What follows belongs to an exercise in optimizing a design on an open flow for small area and a short achievable clock period; a production flow would make more cautious choices. The RTL was checked by simulation tests, not by an equivalence proof against the original design. Power is estimated from default activity; no workload was simulated.

==> design/flow/design.v <==
module branch_predictor #(
    parameter int unsigned INDEX_W = 6,
    parameter int unsigned TAG_W   = 8
) (
    input  logic        clk_i,
    input  logic        rst_i,
    input  logic [31:0] pc_f_i,
    output logic        pred_taken_o,
    output logic [31:0] pred_pc_o,
    input  logic        ex_valid_i,
    input  logic        ex_is_br_i,
    input  logic [31:0] ex_pc_i,
    input  logic [31:0] ex_target_i,
    input  logic [2:0]  ex_funct3_i,
    input  logic        ex_pred_taken_i,
    input  logic [31:0] ex_pred_pc_i,
    input  logic        br_less_i,
    input  logic        br_equal_i,
    output logic        br_unsigned_o,
    output logic        br_taken_o,
    output logic        mispredict_o,
    output logic [31:0] redirect_pc_o,
    output logic [31:0] br_count_o,
    output logic [31:0] miss_count_o
);
    localparam int unsigned ENTRIES = 1 << INDEX_W;
    logic               valid_q  [ENTRIES];
    logic [TAG_W-1:0]   tag_q    [ENTRIES];
    logic [31:0]        target_q [ENTRIES];
    logic [1:0]         ctr_q    [ENTRIES];
    logic [31:0]        br_count_q;
    logic [31:0]        miss_count_q;
    logic [INDEX_W-1:0] f_idx;
    logic [TAG_W-1:0]   f_tag;
    logic               f_hit;
    logic [INDEX_W-1:0] ex_idx;
    logic [TAG_W-1:0]   ex_tag;
    logic               ex_hit;
    logic               legal;
    logic               outcome;
    logic               res;
    assign f_idx  = pc_f_i[INDEX_W+1:2];
    assign f_tag  = pc_f_i[INDEX_W+TAG_W+1:INDEX_W+2];
    assign ex_idx = ex_pc_i[INDEX_W+1:2];
    assign ex_tag = ex_pc_i[INDEX_W+TAG_W+1:INDEX_W+2];
    assign f_hit        = valid_q[f_idx] && (tag_q[f_idx] == f_tag);
    assign pred_taken_o = f_hit && ctr_q[f_idx][1];
    assign pred_pc_o    = pred_taken_o ? target_q[f_idx] : pc_f_i + 32'd4;
    assign br_unsigned_o = ex_funct3_i[1];
    always_comb begin
        legal   = 1'b1;
        outcome = 1'b0;
        case (ex_funct3_i)
            3'b000:         outcome = br_equal_i;
            3'b001:         outcome = ~br_equal_i;
            3'b100, 3'b110: outcome = br_less_i;
            3'b101, 3'b111: outcome = ~br_less_i;
            default:        legal   = 1'b0;
        endcase
    end
    assign res           = ex_valid_i && ex_is_br_i && legal;
    assign br_taken_o    = res && outcome;
    assign mispredict_o  = res && ((br_taken_o != ex_pred_taken_i) ||
                                   (br_taken_o && (ex_pred_pc_i != ex_target_i)));
    assign redirect_pc_o = br_taken_o ? ex_target_i : ex_pc_i + 32'd4;
    assign ex_hit = valid_q[ex_idx] && (tag_q[ex_idx] == ex_tag);
    always_ff @(posedge clk_i or posedge rst_i) begin
        if (rst_i) begin
            for (int i = 0; i < int'(ENTRIES); i++) begin
                valid_q[i]  <= 1'b0;
                tag_q[i]    <= '0;
                target_q[i] <= '0;
                ctr_q[i]    <= 2'b01;
            end
        end else if (res) begin
            if (ex_hit) begin
                if (br_taken_o) begin
                    if (ctr_q[ex_idx] != 2'b11) begin
                        ctr_q[ex_idx] <= ctr_q[ex_idx] + 2'd1;
                    end
                    target_q[ex_idx] <= ex_target_i;
                end else if (ctr_q[ex_idx] != 2'b00) begin
                    ctr_q[ex_idx] <= ctr_q[ex_idx] - 2'd1;
                end
            end else if (br_taken_o) begin
                valid_q[ex_idx]  <= 1'b1;
                tag_q[ex_idx]    <= ex_tag;
                target_q[ex_idx] <= ex_target_i;
                ctr_q[ex_idx]    <= 2'b10;
            end
        end
    end
    always_ff @(posedge clk_i or posedge rst_i) begin
        if (rst_i) begin
            br_count_q   <= '0;
            miss_count_q <= '0;
        end else begin
            if (res) begin
                br_count_q <= br_count_q + 32'd1;
            end
            if (mispredict_o) begin
                miss_count_q <= miss_count_q + 32'd1;
            end
        end
    end
    assign br_count_o   = br_count_q;
    assign miss_count_o = miss_count_q;
endmodule
==> design/flow/run.sh <==
#!/bin/bash
# synth_recipe.tcl (not shown) runs the flow's synth.tcl, then flattens the netlist and writes it again
# the make line also repeats each setting of config.mk as NAME=value (left out here)
make -C /OpenROAD-flow-scripts/flow DESIGN_CONFIG=/design/flow/config.mk WORK_HOME=/design/flow/orfs CLKGATE_MAP_FILE= SYNTH_SCRIPT=/design/flow/synth_recipe.tcl finish
==> design/flow/config.mk <==
export PLATFORM = sky130hd
export DESIGN_NAME = branch_predictor
export DESIGN_NICKNAME = branch_predictor
export VERILOG_FILES = /design/flow/design.v
export SDC_FILE = /design/flow/constraint.sdc
export NUM_CORES = 4
export LEC_CHECK = 0
export CAP_MARGIN = 20
export CORE_MARGIN = 2
export CORE_UTILIZATION = 30
export SETUP_SLACK_MARGIN = 0.2
export SLEW_MARGIN = 20
==> design/flow/constraint.sdc <==
create_clock -name core_clock -period 10.0 [get_ports {clk_i}]
set_input_delay 2.0000 -clock core_clock [delete_from_list [all_inputs] [get_ports {clk_i}]]
set_output_delay 2.0000 -clock core_clock [all_outputs]
set_load 0.01 [all_outputs]
==> notes.md <==
-- worst max-delay path, delay by kind of cell --
| kind | cells | cell delay (ps) |
|---|---|---|
| AND/OR/NAND/NOR | 7 | 1220 |
| adder cells (fa/ha/maj) | 1 | 380 |
| buffers and inverters | 9 | 3110 |
| AO/OA/AOI/OAI | 1 | 160 |
| multiplexers | 2 | 440 |
| XOR/XNOR | 1 | 260 |
-- worst max path at each step --
stage | start | to | slack [ps]
floorplan | rst_i | br_count_q[0] | -31130
global placement | pc_f_i[3] | pred_pc_o[0] | 130
detailed placement | pc_f_i[3] | pred_pc_o[1] | 150
CTS | pc_f_i[2] | pred_pc_o[1] | 210
global route | pc_f_i[2] | pred_pc_o[27] | 230
finish | pc_f_i[2] | pred_pc_o[1] | 230
-- synth_stat cells (10+ instances only) --
master / count / area [um^2]
sky130_fd_sc_hd__inv_1: 46 / 172.7
sky130_fd_sc_hd__a2111oi_0: 11 / 96.34
sky130_fd_sc_hd__a21o_1: 58 / 435.4
sky130_fd_sc_hd__ha_1: 10 / 125.1
sky130_fd_sc_hd__or2_2: 67 / 419.2
sky130_fd_sc_hd__nor3_1: 100 / 500.5
sky130_fd_sc_hd__a22o_1: 81 / 709.4
sky130_fd_sc_hd__a31oi_1: 11 / 68.82
sky130_fd_sc_hd__o21ai_0: 113 / 565.5
sky130_fd_sc_hd__nand3b_1: 20 / 150.1
sky130_fd_sc_hd__or4_1: 13 / 97.59
sky130_fd_sc_hd__nor3_2: 56 / 560.5
sky130_fd_sc_hd__nand3_1: 168 / 840.8
sky130_fd_sc_hd__a222oi_1: 32 / 320.3
sky130_fd_sc_hd__buf_1: 119 / 446.7
sky130_fd_sc_hd__and3_1: 45 / 281.5
sky130_fd_sc_hd__xor2_1: 85 / 744.5
sky130_fd_sc_hd__nand2_1: 520 / 1952
sky130_fd_sc_hd__nor4_1: 69 / 431.7
sky130_fd_sc_hd__dfrtp_1: 2752 / 68870
sky130_fd_sc_hd__a22oi_1: 1335 / 10020
sky130_fd_sc_hd__buf_2: 45 / 225.2
sky130_fd_sc_hd__o21a_1: 52 / 390.4
sky130_fd_sc_hd__nor2_1: 337 / 1265
sky130_fd_sc_hd__nand2b_1: 24 / 150.1
sky130_fd_sc_hd__nand4_1: 274 / 1714
sky130_fd_sc_hd__xnor2_1: 83 / 727.0
sky130_fd_sc_hd__mux2i_1: 63 / 630.6
sky130_fd_sc_hd__a221oi_1: 94 / 823.3
sky130_fd_sc_hd__mux2_2: 2577 / 29020
sky130_fd_sc_hd__a32oi_1: 18 / 157.7
sky130_fd_sc_hd__dfstp_2: 64 / 1682
sky130_fd_sc_hd__a21oi_1: 116 / 580.6
sky130_fd_sc_hd__nor2b_1: 16 / 100.1
sky130_fd_sc_hd__and4_1: 14 / 122.6
sky130_fd_sc_hd__clkbuf_1: 737 / 2766
-- kinds of logic (layout without fill, tap and decap cells) --
group           after synthesis  in the layout
simple gates               1784           1784
compound gates             1987           1987
flops                      2816           2816
xor+xnor                    168            168
buf+inv                     963           1724
other cells                   0             87
mux                        2641           2641
fa+ha+maj                    10             10
-- area by class of cell --
class	instances	share of cell area, %
well taps	5710	4.564
inverters	47	0.1167
multi-input cells	6590	36.32
diodes	87	0.1391
clock inverters	107	0.8168
repair buffers	1088	6.756
flip-flops and latches	2816	45.06
clock buffers	482	6.224
-- sequential cells by signal (all words and copies together) (netlist names) --
signal / count
target_q: 2048
tag_q: 512
ctr_q: 128
valid_q: 64
br_count_q: 32
miss_count_q: 32
-- through the flow --
step | instances | worst slack, ps | area (um^2) | total power, mW
6_report | 16930 | 226.7 | 156500 | 26.88
5_1_grt | 16880 | 226.9 | 156400 | 27.46
4_1_cts | 16830 | 208.9 | 156100 | 26.81
3_5_place_dp | 16240 | 153.1 | 145100 | 14.39
3_3_place_gp | 16240 | 132.8 | 145100 | 14.37
2_1_floorplan | 10370 | -31130 | 129400 | 13.36
-- power by group through the flow --
stage                     Sequential [mW]  Combinational, mW  Clock, mW
after floorplan                      12.4              0.980          0
after global placement               12.5               1.88          0
after detailed placement             12.5               1.90          0
after CTS                            12.3               1.90       12.6
after global routing                 12.3               2.02       13.1
final                                12.3               1.96       12.6
-- repair_timing --
item,4_1_cts,5_1_grt
buffers inserted,0,5
gates cloned,0,0
setup endpoints to repair,25,26
endpoints found under the hold margin,0,0
gates resized for setup,3,11
pin swaps,0,0
-- layout by cell type, fill, tap and decap left out, drive strengths merged, types with 22 or more instances in the layout --
cell,instances
a222oi,32
or2,68
inv,63
nand3,170
nand3b,23
nor3,156
clkdlybuf4s50,218
a221oi,94
nand2,521
a22oi,1335
o21a,52
diode,87
mux2,2578
o21ai,113
a21oi,116
and3,45
bufinv,22
nor4,71
mux2i,63
nand4,274
nor2,339
clkinv,57
clkbuf,482
xor2,85
nand2b,24
buf,868
dfstp,64
a22o,81
dfrtp,2752
xnor2,83
a21o,58
-- metal layers --
| metal | vias up | global-route usage, % | wire length [um] |
|---|---|---|---|
| met5 | - | 0 | 266 |
| met4 | 32 | 30.68 | 80910 |
| met3 | 2590 | 11.84 | 95020 |
| met2 | 8742 | 50.88 | 334700 |
| met1 | 58110 | 45.90 | 309100 |
| li1 | 39830 | - | - |
==> flow_metrics.env <==
export IMPL_synth_compound_area_share_pct=11.39
export IMPL_netlist_instances=10370
export IMPL_multi_input_area_um2=56860
export IMPL_worst_slew_pin_slew_ps=1418
export IMPL_whs_endpoint="br_count_q[31]"
export IMPL_final_core_util_pct=36.38
export IMPL_clock_skew_final_ps=66.39
export IMPL_synthXorXnorAreaFrac_pct=1.137
export IMPL_power_switching_mw=7.022
export IMPL_finish_net_count=11010
export IMPL_routedWlPerCell_um=48.45
export IMPL_grt_max_degree=178
export IMPL_clock_power_share_pct=46.9
export IMPL_ctsRootBufferMaster="sky130_fd_sc_hd__clkbuf_16"
export IMPL_worst_slew_margin_rel_pct=5.112
export IMPL_synth_seq_area_share_pct=54.51
export IMPL_synth_distinct_cells=84
export IMPL_drive_gt1_share_pct=39.48
export IMPL_syn_num_nets=10520
export IMPL_crit_path_frequent_cell="sky130_fd_sc_hd__buf_4"
export IMPL_pwr_density_cell_nw_per_um2=171.7
export IMPL_whs_path_depth=1
export IMPL_cts_hold_buf=0
export IMPL_tritoncts_clock_tree="built"
export IMPL_synth_top_family_by_area="multiplexers"
export IMPL_antenna_found_initial=110
export IMPL_detail_route_first_pass_iterations=9
export IMPL_cts_reportedPaths_clkPinSlew_ps=50
export IMPL_areaGrowthSynthToFinish_pct=20.97
export IMPL_r2r_start="tag_q[36][6]"
export IMPL_finalHoldViolCount=0
export IMPL_ff2ff_path_depth=17
export IMPL_max_stage_delay_ps=650
export IMPL_route_antenna_remaining_nets=0
export IMPL_remaining_drc_errors=0
export IMPL_yosys_area_share_simple_pct=7.039
export IMPL_combinationalPowerShare_pct=7.3
export IMPL_critical_path_slowest_cell="sky130_fd_sc_hd__clkdlybuf4s50_1"
export IMPL_top_level_ports=270
export IMPL_ys_dominant_reg_cell="sky130_fd_sc_hd__dfrtp_1"
export IMPL_gp_routability_congestion=1.109
export IMPL_area_sequential_um2=70550
export IMPL_floorplan_die_width_um=660.8
export IMPL_number_of_placement_rows=241
export IMPL_cp_required_ps=8000
export IMPL_crit_path_start_kind="input port"
export IMPL_cts_made_buffers=323
export IMPL_sw_frac_of_total_pct=26.13
export IMPL_routed_via_count=109300
export IMPL_clock_insertion_delay_worst_skew_ps=980
export IMPL_first_global_vias=101800
export IMPL_min_delay_start="br_count_q[31]"
export IMPL_initialDrtViolationCount=18530
export IMPL_crit_fanout=28
export IMPL_summed_instance_area_of_the_synthesized_netlist_um2=129400
export IMPL_r2r_slack_ps=4710
export IMPL_place_hpwl_mm=551.5
export IMPL_power_leakage_nw=72.21
export IMPL_sequentialPowerShare_pct=45.8
export IMPL_layout_filler_cells=41650
export IMPL_cap_violations=0
export IMPL_yosysWarningCount=5
export IMPL_ys_async_sr_fraction_pct=100.0
export IMPL_total_die_area_um2=436700
export IMPL_clockBufferDepth=4
export IMPL_sum_of_overflow_across_all_layers_after_global_routing=0
export IMPL_critical_path_class="input port to output port"
export IMPL_ctsHtreeMaxLevel=5
export IMPL_outcome="timing/DRC/antenna clean"
export IMPL_floorplan_core_area_um2=430300
export IMPL_initial_core_util_pct=30.08
export IMPL_clock_sinks=2816
export IMPL_cp_end_kind="output port"
export IMPL_arrival_ps=7770
export IMPL_p_int_mw=19.86
export IMPL_die_y_um=660.8
export IMPL_finalWorstPathRequiredPeriod_ps=9773
export IMPL_wire_length_of_the_first_global_routing_pass_mm=1056
export IMPL_finalCritPeriodShare_pct=97.73
export IMPL_vias_per_cell=6.457
export IMPL_rsz0062_at_grt="false"
export IMPL_hold_path_class="flip-flop to flip-flop"
export IMPL_setup_viol=0
export IMPL_grtUsageTotal_pct=36.61
export IMPL_synth_ff_latch_count=2816
export IMPL_timing_critical_path_cells="clkdlybuf4s50_1, buf_4, ha_1, buf_4, nand3_2, buf_4, nor2_4, buf_12, buf_4, a22oi_1, nand4_1, nor2_1, nand3_1, mux2i_1, xor2_1, nand4_1, nor3_2, buf_12, buf_12, mux2_2, clkdlybuf4s50_1"
export IMPL_max_freq_mhz=102.3
export IMPL_worstReg2RegEnd="tag_q[2][7]"
export IMPL_synth_enable_flop_cells=0
export IMPL_synthMuxAreaShare_pct=22.92
export IMPL_synth_adder_area_share_pct=0.09668
export IMPL_peak_supply_drop_uv=150.1
export IMPL_final_max_slew_viol_count=0
export IMPL_portBuffers=269
export IMPL_finalWirelength_mm=820.0
export IMPL_minimum_hold_slack_ps=483.4
export IMPL_post_synthesis_area_per_instance_um2=12.48
export IMPL_fin_setup_tns_ps=0

-- separate check: timing with driven ports --
How much do the figures lean on ideal ports? The routed layout below was timed once more, with nothing changed but the port constraints.
Step 1 sets driving cells, clkbuf_16 on the clock port and buf_2 on the other inputs (assumed; they add their load-dependent delay and slew).
Step 2 adds t to the input delays and takes it off the output delays; t is the mean of the earliest and latest rising clock arrival at the registers after step 1. Input paths then give back, and output paths get back, about the clock's delay inside the block.
Slacks: no drivers / after step 1 / after step 2; pairs: no drivers / after step 1.
t, ns: 1.074
slack for setup (ns): 0.227 / 0.201 / 0.201
worst hold slack (ns): 0.483 / 0.483 / 0.483
latest minus earliest clock arrival (ns): 0.069 / 0.068
After both steps this run still meets setup and hold. The setup slack of this run moves by -0.026 ns with the drivers and by -0.026 ns with both steps.
